This design comes from an exercise in tuning for small area and a short achievable clock period on the open sky130 flow, not from production work. Function was checked by simulation only, so behaviour that the tests miss may differ from the original. The clock input has no modelled driver; a real chip could not lean on it and would need a root buffer or a full tree. Power figures rest on the tool's default switching activity, not on a simulated workload.

==> flow/design.v (excerpt) <==
module scoreboard_ctrl (
    input  logic                      clk,
    input  logic                      rst,
    input  sb_pkg::inst_t             inst,
    input  logic                      inst_valid,
    input  logic [sb_pkg::num_fu-1:0] fu_done,
    output logic                      issue_ack,
    output logic [sb_pkg::num_fu-1:0] ro_en,
    output sb_pkg::fu_op_t            ro_op,
    output sb_pkg::reg_idx_t          rs1_ctrl,
    output sb_pkg::reg_idx_t          rs2_ctrl,
    output logic                      reg_write,
    output sb_pkg::fu_id_t            wb_fu,
    output sb_pkg::reg_idx_t          rd_ctrl
);
clock: 4.5 ns
lec_check: 0
cap_margin: 20
core_margin: 2
core_utilization: 65
setup_slack_margin: 2.0
slew_margin: 20
standard.sh (not shown) runs the stock make flow with config.mk's settings and CLKGATE_MAP_FILE= SYNTH_SCRIPT=/design/flow/synth_recipe.tcl, a recipe that flattens the netlist after the stock synthesis.
==> flow/flow/run.sh <==
#!/bin/bash
# Standard ORFS layout with these changes:
#  - the port buffers are plain buffers instead of the delay cells
#    buffer_ports picks on its own;
#  - the clock tree is a balanced two-level tree built by flow/manual_cts.tcl
#    (one root buffer, one leaf buffer per group of nearby flops), in place of
#    TritonCTS's H-tree; the rest of the CTS step (legalisation, timing
#    repair) runs unchanged.
set -euo pipefail
here=$(pwd)
export BUFFER_PORTS_ARGS="-buffer_cell sky130_fd_sc_hd__buf_2"
export PRE_CTS_TCL="$here/flow/manual_cts.tcl"
export MCTS_CLK=clk
export MCTS_ROOT=sky130_fd_sc_hd__clkbuf_8
export MCTS_LEAF=sky130_fd_sc_hd__clkbuf_8
export MCTS_NLEAF=8
bash standard.sh > make.log 2>&1
Other scripts of this flow, unchanged in this note and not shown: flow/flow/manual_cts.tcl
Rerun with:
CORE_UTILIZATION = 70   (was 65)
SETUP_SLACK_MARGIN = 1.9   (was 2.0)
Global-route usage is higher by 1.6 points.
Cell count shrinks by 1.1%.
Area after synthesis stays the same.
Routed wire length falls by 2.8%.
Clock skew rises by 3.9 ps.
Synthesized cell count does not change.
Rerun with:
CORE_ASPECT_RATIO = 0.7   (was default)
SETUP_SLACK_MARGIN = 2.0   (was 1.9)
Outcome: The new run finished clean; sequential power hardly moves; worst hold slack improves by 4.5 ps; design area went up by 0.98%; critical path depth rises by 1; total power went up by 1.1%; routed wire length rose by 3.1%; first-iteration DRC count grows by 55%.
Rerun with:
--- a/flow/flow/run.sh
+++ b/flow/flow/run.sh
@@ -10,3 +10,3 @@
 here=$(pwd)
-export BUFFER_PORTS_ARGS="-buffer_cell sky130_fd_sc_hd__buf_2"
+export BUFFER_PORTS_ARGS="-buffer_cell sky130_fd_sc_hd__buf_1"
 export PRE_CTS_TCL="$here/flow/manual_cts.tcl"
CORE_ASPECT_RATIO = default   (was 0.7)
CORE_UTILIZATION = 65   (was 70)
=> Wire length went up by 1.9%. Sequential power stays flat. Combinational power is about the same.
No run of this note takes its clock network from TritonCTS; it comes from the design's own scripts or RTL.


scoreboard_ctrl, a different RTL version from the one above (not shown whole).
For scale: roughly 620 cells after synthesis, roughly 130 flip-flops.
export LEC_CHECK = 0
export CAP_MARGIN = 20
export CORE_MARGIN = 2
export CORE_UTILIZATION = 65
export PLACE_DENSITY = 0.75
export SETUP_SLACK_MARGIN = 1.5
export SLEW_MARGIN = 20
create_clock -name core_clock -period 4.5 [get_ports {clk}]
==> flow/flow/run.sh <==
#!/bin/bash
# Standard ORFS layout with two changes: the port buffers are plain buffers
# instead of the delay cells buffer_ports picks on its own, and the clock tree
# uses smaller clock buffers and no dummy balancing loads.
set -euo pipefail
export BUFFER_PORTS_ARGS="-buffer_cell sky130_fd_sc_hd__buf_2"
export CTS_ARGS="-sink_clustering_enable -repair_clock_nets -dont_use_dummy_load -buf_list sky130_fd_sc_hd__clkbuf_8 -sink_clustering_size 30"
bash standard.sh > make.log 2>&1
The starting point produced a clean layout.
==> next run, changes <==
--- a/flow/config.mk
+++ b/flow/config.mk
@@ -9,5 +9,4 @@
 export CORE_MARGIN = 2
-export CORE_UTILIZATION = 65
-export PLACE_DENSITY = 0.75
-export SETUP_SLACK_MARGIN = 1.5
+export CORE_UTILIZATION = 70
+export SETUP_SLACK_MARGIN = 1.8
 export SLEW_MARGIN = 20
The new run ran to the end with no violations.
Global-route usage went up by 3.5 points.
Cell area went up by 2.0%.
Worst setup slack gets better by 0.16 ns.
Non-clock buffer count went up by 9.
First-iteration DRC count went down by 15%.
Routed wire length went up by 2.8%.


## run 1
RTL: one of the versions met above, not the one the previous note started from.
Size in the first run: about 610 cells after synthesis, about 120 flip-flops, ~6600 sq um of cells after synthesis.
==> flow/config.mk <==
export PLATFORM = sky130hd
export DESIGN_NAME = scoreboard_ctrl
export DESIGN_NICKNAME = scoreboard_ctrl
export VERILOG_FILES = /design/flow/design.v
export SDC_FILE = /design/flow/constraint.sdc
export NUM_CORES = 4
export LEC_CHECK = 0
export CAP_MARGIN = 20
export CORE_MARGIN = 2
export CORE_UTILIZATION = 65
export SETUP_SLACK_MARGIN = 2.1
export SLEW_MARGIN = 20
==> flow/constraint.sdc <==
create_clock -name core_clock -period 4.5 [get_ports {clk}]
set_input_delay 0.9000 -clock core_clock [delete_from_list [all_inputs] [get_ports {clk}]]
set_output_delay 0.9000 -clock core_clock [all_outputs]
set_load 0.01 [all_outputs]
Scripts as last shown in full above: flow/flow/run.sh
Every stage of the flow completed for run 1, and the final layout passed the timing, DRC and antenna checks.
--- input diff run 1..run 2 ---
Settings: CORE_UTILIZATION now 75, was 65; SETUP_SLACK_MARGIN now 2.0, was 2.1.
Results
In summary, run 2 completed successfully, with a layout that passed the timing, DRC and antenna checks. Run 1 ran to completion and came out clean on the timing, DRC and antenna checks. Critical path depth came out exactly the same in run 1 and run 2. Final standard cell count with taps included and fillers excluded shrinks by a few percent when moving from run 1 to run 2. Compare run 1 and run 2 | setup slack higher: run 1. Re routed wire length: run 1 was higher than run 2. [compare] base=run 1 new=run 2: count of hold buffers inserted by post-cts repair flat, minimum clock period after layout up 88 ps. Fmax ended up about 3.4% lower on run 2 than on run 1. Overall power in run 2 is about 1.3% lower than in run 1.
#### Input delta (run 3 over run 2)
Settings: CORE_UTILIZATION: 75 -> 65; SETUP_SLACK_MARGIN: 2.0 -> 1.8.
Results
Going from run 2 to run 3, areal power density over the cells has remained practically unchanged; combinational fraction of design power shows a reduction of 0.4 points; worst hold slack across all endpoints lost 12 ps; part of the total power dissipated in the clock network went up 0.2 points.
Run 3 — utilization after layout 12 points lower, run 2 as reference
Between run 2 and run 3, post-layout instance area is higher for run 2, run 3 comes in under that.
Relative to run 2, the sequential share of cell area of run 3 is higher by 0.74 points.
Run 2 → run 3: post-synthesis mux area share about even; die width rose about 7%.
For run 4, these inputs were changed with respect to run 3:
Settings: swapping 1.8 for 2.2 in SETUP_SLACK_MARGIN.
### Flow results
Run 4 went all the way through synthesis, placement and routing and the layout is clean on timing, DRC and antenna. Comparing run 3 against run 4, there is no change at all in post-synthesis sequential area ratio. Run comparison: run 4 critical path launch point rog[1]; run 3 critical path launch point inst[24]. [run 4] via count of the first global-routing pass rose about 7% relative to run 3. The higher total number of vias came out of run 4. Multi-input logic area on run 4 is up relative to run 3. Number of buffers and inverters on the critical path came out higher on run 4 than on run 3. When run 4 is set beside run 3, its measured slew at the worst slew-check pin turns out to be 21 ps smaller. Compared with run 3, run 4 shows sequential portion of the cell area lower by 4.6 points.
#### Input delta (run 5 over run 4)
Settings: changing SETUP_SLACK_MARGIN from 2.2 to 2.0.
Results
- Going from run 4 to run 5, the area occupied by multi-input gates was found to have gone down by about 9%.
- Relative to run 4, the final cell area reported for run 5 is lower.
- Capture point of the worst path = rs2_ctrl[3]: run 4; capture point of the worst path = ro_op[2]: run 5
- The largest contributor to cell area by class comes out multi-input gates in one run and registers in the other, namely in run 4 and run 5 respectively.
- Setup slack down 60 ps in run 5 wrt run 4

afterwards: timing with drivers on the ports:
No port has a modelled driver above. Below, the same layouts with a new extraction and two added sets of constraints.
Step 1, drivers: a clkbuf_16 drives clk and a buf_2 each remaining input, both assumed.
Step 2 adds t to the input delays and takes it off the output delays; t is the mean of the earliest and latest rising clock arrival at the registers after step 1. Input paths then give back, and output paths get back, about the clock's delay inside the block.
Three values: ideal ports, drivers, drivers and shift; two values: the first two.
| run | t, ns | setup WS [ns] | hold slack, ns | clock arrival spread, ns |
|---|---|---|---|---|
| the first run of note 1 | 0.441 | 2.018 / 1.999 / 1.589 | 0.443 / 0.443 / 0.443 | 0.010 / 0.010 |
| the second run of note 1 | 0.430 | 1.972 / 1.986 / 1.555 | 0.443 / 0.443 / 0.443 | 0.013 / 0.013 |
| the third run of note 1 | 0.425 | 1.983 / 1.996 / 1.570 | 0.447 / 0.447 / 0.447 | 0.017 / 0.017 |
| the fourth run of note 1 | 0.436 | 1.994 / 1.994 / 1.560 | 0.443 / 0.443 / 0.443 | 0.016 / 0.016 |
| the first run of note 2 | 0.481 | 1.611 / 1.576 / 1.378 | 0.509 / 0.509 / 0.509 | 0.017 / 0.017 |
| the second run of note 2 | 0.463 | 1.768 / 1.731 / 1.521 | 0.509 / 0.509 / 0.509 | 0.029 / 0.029 |
| run 1 | 0.490 | 1.985 / 1.985 / 1.588 | 0.451 / 0.451 / 0.451 | 0.021 / 0.020 |
| run 2 | 0.451 | 1.897 / 1.897 / 1.552 | 0.458 / 0.458 / 0.458 | 0.033 / 0.033 |
| run 3 | 0.475 | 1.901 / 1.913 / 1.438 | 0.445 / 0.445 / 0.445 | 0.033 / 0.032 |
| run 4 | 0.477 | 2.050 / 2.011 / 1.674 | 0.454 / 0.454 / 0.454 | 0.018 / 0.017 |
| run 5 | 0.469 | 1.990 / 1.957 / 1.599 | 0.438 / 0.438 / 0.438 | 0.032 / 0.032 |
After both steps every run listed still meets setup and hold. The setup slack of run 3, which loses most, moves by +0.012 ns with the drivers and by -0.463 ns with both steps.
